What follows belongs to an exercise in optimizing a design on an open flow for small area; a production flow would make more cautious choices.
Only simulation tests tie the RTL to the original design; equivalence was not proved.
Power is estimated from default activity; no workload was simulated.

===== flow/run.sh =====
#!/bin/bash
# synth_recipe.tcl (not shown) runs the flow's synth.tcl, then flattens the netlist and writes it again
# the make line also repeats each setting of config.mk as NAME=value (left out here)
make -C /OpenROAD-flow-scripts/flow DESIGN_CONFIG=/design/flow/config.mk WORK_HOME=/design/flow/orfs CLKGATE_MAP_FILE= SYNTH_SCRIPT=/design/flow/synth_recipe.tcl finish

===== flow/config.mk =====
export PLATFORM = sky130hd
export DESIGN_NAME = tank_game_top
export DESIGN_NICKNAME = tank_game_top
export VERILOG_FILES = /design/flow/design.v
export SDC_FILE = /design/flow/constraint.sdc
export NUM_CORES = 4
export LEC_CHECK = 0
export CAP_MARGIN = 20
export CORE_MARGIN = 2
export CORE_UTILIZATION = 40
export SLEW_MARGIN = 20

===== flow/constraint.sdc =====
create_clock -name core_clock -period 10.0 [get_ports {clk_100mhz}]
set_input_delay 2.0000 -clock core_clock [delete_from_list [all_inputs] [get_ports {clk_100mhz}]]
set_output_delay 2.0000 -clock core_clock [all_outputs]
set_load 0.01 [all_outputs]

===== flow/design.v =====
`default_nettype none
`timescale 1ns/1ps
package grid_pkg;
    typedef logic [9:0] coord_t;
    typedef enum logic [1:0] {
        dir_left  = 2'b00,
        dir_right = 2'b01,
        dir_up    = 2'b10,
        dir_down  = 2'b11
    } dir_t;
endpackage
`default_nettype wire
`default_nettype none
`timescale 1ns/1ps
package bullet_pkg;
    typedef logic [2:0] slot_t;
    typedef logic [3:0] credit_t;
    typedef enum logic {
        req_launcher = 1'b0,
        req_stepper  = 1'b1
    } requester_t;
endpackage
`default_nettype wire
`default_nettype none
`timescale 1ns/1ps
module player_tank
(
    input  wire         clk_100mhz,
    input  wire         rst,
    input  wire         press,
    input  wire         move_btn,
    input  wire         shoot_btn,
    input  wire [1:0] dir_in,
    input  wire         credit_ret,
    input  wire         wr_gnt,
    output logic        running,
    output logic [9:0]      player_x,
    output logic [9:0]      player_y,
    output logic [1:0]      player_dir,
    output logic        wr_req,
    output logic [9:0]      wr_x,
    output logic [9:0]      wr_y,
    output logic [1:0]      wr_dir
);
    logic [2:0] btn_s0;
    logic [2:0] btn_s1;
    logic [2:0] btn_s2;
    logic [2:0] btn_edge;
    grid_pkg::dir_t       dir_s0;
    grid_pkg::dir_t       dir_s1;
    bullet_pkg::credit_t    credits;
    grid_pkg::coord_t     muzzle_x;
    grid_pkg::coord_t     muzzle_y;
    logic       muzzle_ok;
    logic       spend;
    always_ff @(posedge clk_100mhz) begin
        if (rst) begin
            btn_s0   <= '0;
            btn_s1   <= '0;
            btn_s2   <= '0;
            btn_edge <= '0;
            dir_s0   <= grid_pkg::dir_right;
            dir_s1   <= grid_pkg::dir_right;
        end else begin
            btn_s0   <= {shoot_btn, move_btn, press};
            btn_s1   <= btn_s0;
            btn_s2   <= btn_s1;
            btn_edge <= btn_s1 & ~btn_s2;
            dir_s0   <= grid_pkg::dir_t'(dir_in);
            dir_s1   <= dir_s0;
        end
    end
    always_comb begin
        muzzle_x  = player_x + grid_pkg::coord_t'(1);
        muzzle_y  = player_y + grid_pkg::coord_t'(1);
        muzzle_ok = 1'b0;
        case (player_dir)
            grid_pkg::dir_left: begin
                muzzle_x  = player_x - grid_pkg::coord_t'(1);
                muzzle_ok = player_x != '0;
            end
            grid_pkg::dir_right: begin
                muzzle_x  = player_x + grid_pkg::coord_t'(3);
                muzzle_ok = player_x + grid_pkg::coord_t'(3) < grid_pkg::coord_t'(60);
            end
            grid_pkg::dir_up: begin
                muzzle_y  = player_y - grid_pkg::coord_t'(1);
                muzzle_ok = player_y != '0;
            end
            default: begin
                muzzle_y  = player_y + grid_pkg::coord_t'(3);
                muzzle_ok = player_y + grid_pkg::coord_t'(3) < grid_pkg::coord_t'(45);
            end
        endcase
    end
    assign spend = wr_req & wr_gnt;
    always_ff @(posedge clk_100mhz) begin
        if (rst) begin
            running    <= 1'b0;
            player_x   <= '0;
            player_y   <= '0;
            player_dir <= grid_pkg::dir_right;
            wr_req     <= 1'b0;
            wr_x       <= '0;
            wr_y       <= '0;
            wr_dir     <= grid_pkg::dir_right;
            credits    <= bullet_pkg::credit_t'(8);
        end else begin
            if (btn_edge[0]) begin
                running <= 1'b1;
            end
            if (running && btn_edge[1]) begin
                player_dir <= dir_s1;
                case (dir_s1)
                    grid_pkg::dir_left:
                        if (player_x != '0) player_x <= player_x - grid_pkg::coord_t'(1);
                    grid_pkg::dir_right:
                        if (player_x < grid_pkg::coord_t'(60 - 3))
                            player_x <= player_x + grid_pkg::coord_t'(1);
                    grid_pkg::dir_up:
                        if (player_y != '0) player_y <= player_y - grid_pkg::coord_t'(1);
                    default:
                        if (player_y < grid_pkg::coord_t'(45 - 3))
                            player_y <= player_y + grid_pkg::coord_t'(1);
                endcase
            end
            if (spend) begin
                wr_req <= 1'b0;
            end else if (running && btn_edge[2] && !wr_req && credits != '0 && muzzle_ok) begin
                wr_req <= 1'b1;
                wr_x   <= muzzle_x;
                wr_y   <= muzzle_y;
                wr_dir <= player_dir;
            end
            case ({spend, credit_ret})
                2'b10:   credits <= credits - bullet_pkg::credit_t'(1);
                2'b01:   credits <= credits + bullet_pkg::credit_t'(1);
                default: credits <= credits;
            endcase
        end
    end
endmodule
`default_nettype wire
`default_nettype none
`timescale 1ns/1ps
module bullet_store
(
    input  wire         clk_100mhz,
    input  wire         rst,
    input  wire         wr_req,
    input  wire [9:0] wr_x,
    input  wire [9:0] wr_y,
    input  wire [1:0] wr_dir,
    output logic        wr_gnt,
    output logic [2:0]      wr_slot,
    input  wire         rd_req,
    input  wire [2:0] rd_slot,
    output logic        rd_gnt,
    output logic        rd_valid,
    output logic [9:0]      rd_x,
    output logic [9:0]      rd_y,
    output logic [1:0]      rd_dir,
    input  wire         up_req,
    input  wire [2:0] up_slot,
    input  wire [9:0] up_x,
    input  wire [9:0] up_y,
    input  wire         up_kill,
    output logic [$clog2(8 + 1) - 1:0] bullet_count
);
    grid_pkg::coord_t                  bx [8];
    grid_pkg::coord_t                  by [8];
    grid_pkg::dir_t                    bd [8];
    logic [8-1:0] valid;
    logic                    free_any;
    logic                    kill;
    bullet_pkg::requester_t              winner;
    always_comb begin
        wr_slot  = '0;
        free_any = 1'b0;
        for (int i = 8 - 1; i >= 0; i--) begin
            if (!valid[i]) begin
                wr_slot  = bullet_pkg::slot_t'(i);
                free_any = 1'b1;
            end
        end
    end
    assign winner = rd_req ? bullet_pkg::req_stepper : bullet_pkg::req_launcher;
    assign rd_gnt = rd_req && winner == bullet_pkg::req_stepper;
    assign wr_gnt = wr_req && free_any && winner == bullet_pkg::req_launcher;
    assign kill = up_req & up_kill;
    always_ff @(posedge clk_100mhz) begin
        if (rst) begin
            valid        <= '0;
            bullet_count <= '0;
            rd_valid     <= 1'b0;
            rd_x         <= '0;
            rd_y         <= '0;
            rd_dir       <= grid_pkg::dir_right;
        end else begin
            rd_valid <= rd_gnt & valid[rd_slot];
            if (rd_gnt) begin
                rd_x   <= bx[rd_slot];
                rd_y   <= by[rd_slot];
                rd_dir <= bd[rd_slot];
            end
            if (wr_gnt) valid[wr_slot] <= 1'b1;
            if (kill) valid[up_slot] <= 1'b0;
            case ({wr_gnt, kill})
                2'b10:   bullet_count <= bullet_count + 1'b1;
                2'b01:   bullet_count <= bullet_count - 1'b1;
                default: bullet_count <= bullet_count;
            endcase
        end
    end
    always_ff @(posedge clk_100mhz) begin
        if (wr_gnt) begin
            bx[wr_slot] <= wr_x;
            by[wr_slot] <= wr_y;
            bd[wr_slot] <= grid_pkg::dir_t'(wr_dir);
        end
        if (up_req && !up_kill) begin
            bx[up_slot] <= up_x;
            by[up_slot] <= up_y;
        end
    end
endmodule
`default_nettype wire
`default_nettype none
`timescale 1ns/1ps
module bullet_stepper
#(
    parameter int TICK_CYCLES = 200
) (
    input  wire         clk_100mhz,
    input  wire         rst,
    input  wire         running,
    output logic        rd_req,
    output logic [2:0]      rd_slot,
    input  wire         rd_gnt,
    input  wire         rd_valid,
    input  wire [9:0] rd_x,
    input  wire [9:0] rd_y,
    input  wire [1:0] rd_dir,
    output logic        up_req,
    output logic [2:0]      up_slot,
    output logic [9:0]      up_x,
    output logic [9:0]      up_y,
    output logic        up_kill,
    output logic        credit_ret,
    output logic        hit_probe_valid,
    output logic [9:0]      hit_x,
    output logic [9:0]      hit_y,
    input  wire         hit
);
    logic [$clog2(TICK_CYCLES + 1) - 1:0] tick_cnt;
    logic   tick;
    logic   reading;
    logic   pending;
    bullet_pkg::slot_t  pend_slot;
    grid_pkg::coord_t next_x;
    grid_pkg::coord_t next_y;
    logic   leaves;
    assign tick = running && tick_cnt == ($bits(tick_cnt))'(TICK_CYCLES - 1);
    always_ff @(posedge clk_100mhz) begin
        if (rst) begin
            tick_cnt  <= '0;
            reading   <= 1'b0;
            rd_slot   <= '0;
            pending   <= 1'b0;
            pend_slot <= '0;
        end else begin
            if (!running || tick) tick_cnt <= '0;
            else tick_cnt <= tick_cnt + 1'b1;
            pending <= rd_req & rd_gnt;
            if (rd_req && rd_gnt) begin
                pend_slot <= rd_slot;
                if (rd_slot == bullet_pkg::slot_t'(8 - 1)) reading <= 1'b0;
                else rd_slot <= rd_slot + bullet_pkg::slot_t'(1);
            end else if (tick && !reading && !pending) begin
                reading <= 1'b1;
                rd_slot <= '0;
            end
        end
    end
    assign rd_req = reading;
    always_comb begin
        next_x = rd_x;
        next_y = rd_y;
        leaves = 1'b0;
        case (rd_dir)
            grid_pkg::dir_left:
                if (rd_x == '0) leaves = 1'b1;
                else next_x = rd_x - grid_pkg::coord_t'(1);
            grid_pkg::dir_right:
                if (rd_x == grid_pkg::coord_t'(60 - 1)) leaves = 1'b1;
                else next_x = rd_x + grid_pkg::coord_t'(1);
            grid_pkg::dir_up:
                if (rd_y == '0) leaves = 1'b1;
                else next_y = rd_y - grid_pkg::coord_t'(1);
            default:
                if (rd_y == grid_pkg::coord_t'(45 - 1)) leaves = 1'b1;
                else next_y = rd_y + grid_pkg::coord_t'(1);
        endcase
    end
    assign up_req          = pending & rd_valid;
    assign up_slot         = pend_slot;
    assign up_x            = next_x;
    assign up_y            = next_y;
    assign hit_probe_valid = up_req & ~leaves;
    assign hit_x           = next_x;
    assign hit_y           = next_y;
    assign up_kill         = leaves | (hit_probe_valid & hit);
    assign credit_ret      = up_req & up_kill;
endmodule
`default_nettype wire
`default_nettype none
`timescale 1ns/1ps
module target_field
(
    input  wire         clk_100mhz,
    input  wire         rst,
    input  wire         running,
    input  wire         spawn_valid,
    input  wire [9:0] spawn_x,
    input  wire [9:0] spawn_y,
    input  wire         hit_probe_valid,
    input  wire [9:0] hit_x,
    input  wire [9:0] hit_y,
    output logic        hit,
    output logic [$clog2(4 + 1) - 1:0] target_count,
    output logic [4*4 - 1:0]          score
);
    localparam int IDX_W = $clog2(4);
    grid_pkg::coord_t                  tx [4];
    grid_pkg::coord_t                  ty [4];
    logic [4-1:0] tvalid;
    logic [4-1:0] match;
    logic [IDX_W-1:0]        hit_idx;
    logic [IDX_W-1:0]        free_idx;
    logic                    free_any;
    logic                    spawn_ok;
    logic [4*4 - 1:0] score_inc;
    logic                    carry;
    always_comb begin
        hit_idx  = '0;
        free_idx = '0;
        free_any = 1'b0;
        for (int i = 4 - 1; i >= 0; i--) begin
            match[i] = tvalid[i]
                && hit_x >= tx[i] && hit_x < tx[i] + grid_pkg::coord_t'(3)
                && hit_y >= ty[i] && hit_y < ty[i] + grid_pkg::coord_t'(3);
            if (match[i]) hit_idx = IDX_W'(i);
            if (!tvalid[i]) begin
                free_idx = IDX_W'(i);
                free_any = 1'b1;
            end
        end
    end
    assign hit      = hit_probe_valid & (|match);
    assign spawn_ok = running & spawn_valid & free_any;
    always_comb begin
        score_inc = score;
        carry     = 1'b1;
        for (int d = 0; d < 4; d++) begin
            if (carry) begin
                if (score[4*d +: 4] == 4'd9) begin
                    score_inc[4*d +: 4] = 4'd0;
                end else begin
                    score_inc[4*d +: 4] = score[4*d +: 4] + 4'd1;
                    carry = 1'b0;
                end
            end
        end
    end
    always_ff @(posedge clk_100mhz) begin
        if (rst) begin
            tvalid       <= '0;
            target_count <= '0;
            score        <= '0;
        end else begin
            if (spawn_ok) tvalid[free_idx] <= 1'b1;
            if (hit) tvalid[hit_idx] <= 1'b0;
            if (hit && !carry) score <= score_inc;
            case ({spawn_ok, hit})
                2'b10:   target_count <= target_count + 1'b1;
                2'b01:   target_count <= target_count - 1'b1;
                default: target_count <= target_count;
            endcase
        end
    end
    always_ff @(posedge clk_100mhz) begin
        if (spawn_ok) begin
            tx[free_idx] <= spawn_x;
            ty[free_idx] <= spawn_y;
        end
    end
endmodule
`default_nettype wire
`default_nettype none
`timescale 1ns/1ps
module tank_game_top
#(
    parameter int TICK_CYCLES = 200
) (
    input  wire         clk_100mhz,
    input  wire         rst,
    input  wire         press,
    input  wire         move_btn,
    input  wire         shoot_btn,
    input  wire [1:0] dir_in,
    input  wire         spawn_valid,
    input  wire [9:0] spawn_x,
    input  wire [9:0] spawn_y,
    output logic        running,
    output logic [9:0]      player_x,
    output logic [9:0]      player_y,
    output logic [1:0]      player_dir,
    output logic [$clog2(8 + 1) - 1:0] bullet_count,
    output logic [$clog2(4 + 1) - 1:0] target_count,
    output logic [4*4 - 1:0]          score
);
    logic   wr_req;
    logic   wr_gnt;
    grid_pkg::coord_t wr_x;
    grid_pkg::coord_t wr_y;
    grid_pkg::dir_t   wr_dir;
    logic   credit_ret;
    logic   rd_req;
    bullet_pkg::slot_t  rd_slot;
    logic   rd_gnt;
    logic   rd_valid;
    grid_pkg::coord_t rd_x;
    grid_pkg::coord_t rd_y;
    grid_pkg::dir_t   rd_dir;
    logic   up_req;
    bullet_pkg::slot_t  up_slot;
    grid_pkg::coord_t up_x;
    grid_pkg::coord_t up_y;
    logic   up_kill;
    logic   hit_probe_valid;
    grid_pkg::coord_t hit_x;
    grid_pkg::coord_t hit_y;
    logic   hit;
    player_tank player_tank_inst (
        .clk_100mhz (clk_100mhz),
        .rst        (rst),
        .press      (press),
        .move_btn   (move_btn),
        .shoot_btn  (shoot_btn),
        .dir_in     (dir_in),
        .credit_ret (credit_ret),
        .wr_gnt     (wr_gnt),
        .running    (running),
        .player_x   (player_x),
        .player_y   (player_y),
        .player_dir (player_dir),
        .wr_req     (wr_req),
        .wr_x       (wr_x),
        .wr_y       (wr_y),
        .wr_dir     (wr_dir)
    );
    bullet_store bullet_store_inst (
        .clk_100mhz   (clk_100mhz),
        .rst          (rst),
        .wr_req       (wr_req),
        .wr_x         (wr_x),
        .wr_y         (wr_y),
        .wr_dir       (wr_dir),
        .wr_gnt       (wr_gnt),
        .wr_slot      (),
        .rd_req       (rd_req),
        .rd_slot      (rd_slot),
        .rd_gnt       (rd_gnt),
        .rd_valid     (rd_valid),
        .rd_x         (rd_x),
        .rd_y         (rd_y),
        .rd_dir       (rd_dir),
        .up_req       (up_req),
        .up_slot      (up_slot),
        .up_x         (up_x),
        .up_y         (up_y),
        .up_kill      (up_kill),
        .bullet_count (bullet_count)
    );
    bullet_stepper #(
        .TICK_CYCLES (TICK_CYCLES)
    ) bullet_stepper_inst (
        .clk_100mhz      (clk_100mhz),
        .rst             (rst),
        .running         (running),
        .rd_req          (rd_req),
        .rd_slot         (rd_slot),
        .rd_gnt          (rd_gnt),
        .rd_valid        (rd_valid),
        .rd_x            (rd_x),
        .rd_y            (rd_y),
        .rd_dir          (rd_dir),
        .up_req          (up_req),
        .up_slot         (up_slot),
        .up_x            (up_x),
        .up_y            (up_y),
        .up_kill         (up_kill),
        .credit_ret      (credit_ret),
        .hit_probe_valid (hit_probe_valid),
        .hit_x           (hit_x),
        .hit_y           (hit_y),
        .hit             (hit)
    );
    target_field target_field_inst (
        .clk_100mhz      (clk_100mhz),
        .rst             (rst),
        .running         (running),
        .spawn_valid     (spawn_valid),
        .spawn_x         (spawn_x),
        .spawn_y         (spawn_y),
        .hit_probe_valid (hit_probe_valid),
        .hit_x           (hit_x),
        .hit_y           (hit_y),
        .hit             (hit),
        .target_count    (target_count),
        .score           (score)
    );
endmodule
`default_nettype wire

==> notes.md <==
[area by class of cell]
type	instances	area [um^2]	share of cell area, %
multi-input combinational	1516	12510	46.37
clock inverter	26	244.0	0.9046
clock buffer	60	1277	4.737
tap	773	967.2	3.586
sequential	396	10500	38.92
inverter	125	469.2	1.740
timing repair buffer	108	1011	3.748
[synth_stat cells, drive strengths merged (35+ instances only)]
library cell / n / area, um^2
mux2i: 49 / 490.5
dfxtp: 140 / 2803
xnor2: 94 / 823.3
inv: 124 / 465.5
edfxtp: 256 / 7687
nor2: 159 / 599.3
nand2: 96 / 360.4
mux4: 46 / 1036
nor3: 40 / 200.2
ha: 197 / 2465
clkbuf: 66 / 247.7
a211oi: 35 / 262.8
mux2: 163 / 1907
o21ai: 79 / 395.4
nand3: 49 / 245.2
a21oi: 102 / 510.5
nor2b: 40 / 250.2
[worst paths after layout]
| kind | endpoint | slack (ns) |
|---|---|---|
| hold reg to reg | player_tank_inst.btn_edge[2]$_SDFF_PP0_ | 0.38 |
| hold / removal | player_tank_inst.btn_edge[2]$_SDFF_PP0_ | 0.38 |
| setup reg to reg | player_tank_inst.credits[3]$_SDFFE_PP1P_ | 2.95 |
| setup / recovery | player_tank_inst.credits[3]$_SDFFE_PP1P_ | 2.95 |
[per-layer routing]
layer | global-route usage (%) | share of wire, % | wire (um)
met5 | 0 | 0 | 0
met1 | 27.36 | 45 | 28780
met3 | 2.714 | 3.8 | 2437
met4 | 6.622 | 2.6 | 1647
met2 | 35.06 | 48 | 30730
[metrics by stage]
step	hold WS [ns]	instance area, um^2	total power [mW]
3_5_place_dp	0.3731	25420	1.816
2_1_floorplan	0.3674	23770	1.790
3_3_place_gp	0.3740	25420	1.815
4_1_cts	0.3824	26940	3.518
5_1_grt	0.3973	26970	3.590
6_report	0.3821	26970	3.482
[worst max-delay path: stages, from the launching register on]
cell	delay, ns
dfxtp_1	0.51
nor3_1	0.18
and2_1	0.21
a31o_2	0.27
nor4_1	0.42
a22oi_1	0.20
xnor2_1	0.60
buf_4	0.34
ha_1	0.17
o2111ai_1	0.10
o21ai_0	0.31
a221oi_1	0.15
nor4_1	0.81
nor4_2	0.11
buf_4	0.27
a21oi_1	0.73
ha_1	0.32
inv_1	0.10
ha_1	0.30
a21o_1	0.17
a21oi_1	0.18
xnor2_1	0.09
or3_1	0.30
nand3_1	0.09
[power breakdown]
| group | internal, mW | switching (mW) |
|---|---|---|
| clock | 1.01 | 0.694 |
| sequential | 1.73 | 0.00353 |
| combinational | 0.0182 | 0.0285 |
[logic make-up after synthesis]
family,after synthesis
AOI/OAI and AO/OA,390
xor gates and xnor gates,126
adders and majority gates,200
buffers and inverters,225
DFF,396
muxes,258
and+or+nand+nor,542
[registers in the layout, indices dropped and copies added, names as in the netlist, 4 cells and up]
signal	cells
bullet_store_inst.bx	80
bullet_store_inst.by	80
target_field_inst.tx	40
target_field_inst.ty	40
bullet_store_inst.bd	16
target_field_inst.score	16
bullet_store_inst.rd_x	10
bullet_store_inst.rd_y	10
player_tank_inst.player_x	10
player_tank_inst.player_y	10
player_tank_inst.wr_x	10
player_tank_inst.wr_y	10
bullet_stepper_inst.tick_cnt	8
bullet_store_inst.valid	8
bullet_store_inst.bullet_count	4
player_tank_inst.credits	4
target_field_inst.tvalid	4
==> flow_summary.json <==
{
  "ir_drop_uv": 143.5,
  "cts_resized": 0,
  "track_usage_pct": 20.68,
  "fin_ws_ns": 2.949,
  "syn_inst": 2137,
  "dieArea_um2": 61380,
  "antenna_found_initial": 0,
  "ff2ff_path_depth": 23,
  "worstSetupPathType": "flop to flop",
  "io_pins": 74,
  "cts_max_level": 2,
  "syn_avg_cell_area_um2": 11.12,
  "clk_latency_ns": 0.59,
  "dp.cells": 2917,
  "synth_compound_area_share_pct": 10.87,
  "clock.fmax_mhz": 141.8,
  "synth-edff-count": 256,
  "hold_class": "flop to flop",
  "synthXorXnorAreaFrac_pct": 4.644,
  "fin_setup_tns_ns": 0,
  "cp_max_fo": 34,
  "port_buffers": 73,
  "grt_max_degree": 69,
  "cts_root_buffer": "clkbuf_16",
  "floorplan.rows": 89,
  "worst_slew_pin_slew_ns": 1.148,
  "min_period_over_period_pct": 70.51,
  "start_util_pct": 40.34,
  "die_x_um": 247.8,
  "fin_cells": 3004,
  "drv_cap": 0,
  "mostFrequentLayoutCell": "edfxtp_1",
  "status": "no timing/DRC/antenna violations",
  "design.core.area_um2": 58910,
  "final_cell_mix": "edfxtp_1, ha_1, nor2_1",
  "diodes": 0,
  "synth.mux.area_fraction_pct": 14.45,
  "grt_overflow_total": 0,
  "hold_viol_final": 0,
  "synth_cell_type_count": 82,
  "grt_pass1_wl_mm": 98.21,
  "pre_cts_slack_ns": 3.138,
  "layout-drive-gt1-share_pct": 11.16,
  "fillers": 5344,
  "globalplace.congestion": 0.9009,
  "clock_path_buffers": 3,
  "synth_seq_area_share_pct": 44.14,
  "rsz0062_at_grt": "no",
  "cts_tree": "done",
  "worstSetupStartpoint": "bullet_store_inst.rd_x[2]$_SDFFE_PP0P_",
  "startpoint_type": "flop",
  "fp.dieH_um": 247.8,
  "dr.pass1.iters": 5,
  "synth_ff_type": "edfxtp_1",
  "slew_violations": 0,
  "routedWlPerCell_um": 21.17,
  "slew_headroom_pct": 23.16,
  "synth_top_family_by_area": "multiplexers",
  "leakagePower_nw": 10.50,
  "final.min_clock_period_ns": 7.051,
  "drtIter0Drc": 1305,
  "ant_nets": 0,
  "final_nets": 2421,
  "ys_warn_count": 4,
  "final_core_util_pct": 45.78,
  "synth_area_um2": 23770,
  "area.growth.synth_to_final_pct": 13.49,
  "yosys.area_share.simple_pct": 11.57,
  "synth-async-reset-ratio_pct": 0,
  "cts.sinks": 396,
  "r2r_start": "bullet_store_inst.rd_x[2]$_SDFFE_PP0P_",
  "grt_pass1_vias": 17040,
  "cts_made_buffers": 46,
  "synthesis.nets": 2365,
  "via_per_inst": 5.672,
  "routed_wl_mm": 63.59,
  "post-cts-setup-buffer-count": 0,
  "arrival_ns": 7.55,
  "ys_seq_elements": 396,
  "vias": 17040,
  "min_path_cells": 1,
  "crit_required_ns": 10.50,
  "hold_buffers": 0,
  "drc": 0,
  "clkTransAtPathRegs_ns": 0.06,
  "end_kind": "flop",
  "synthAdderAreaFrac_pct": 10.62,
  "dp_hpwl_mm": 43.48,
  "power_density_nw_per_um2": 129.1,
  "setup_violations": 0,
  "hp-start": "player_tank_inst.btn_s2[2]$_SDFF_PP0_",
  "skew_ns": 0.02073
}

[re-timing with driven ports]
The flow's constraints put no driver on any port. The routed layout listed below was extracted and timed again, unchanged, in two steps.
Step 1 sets driving cells, clkbuf_16 on the clock port and buf_2 on the other inputs (assumed; they add their load-dependent delay and slew).
Step 2 adds t to the input delays and takes it off the output delays; t is the mean of the earliest and latest rising clock arrival at the registers after step 1. Input paths then give back, and output paths get back, about the clock's delay inside the block.
a / b / c = no drivers / after step 1 / after step 2; a / b = the first two.
t, ns: 0.637
setup slack, ns: 2.949 / 2.949 / 2.949
hold WS [ns]: 0.382 / 0.382 / 0.382
After both steps setup and hold are still met in this run. For this run, drivers alone change the setup slack by 0.000 ns; drivers and shift together by 0.000 ns.
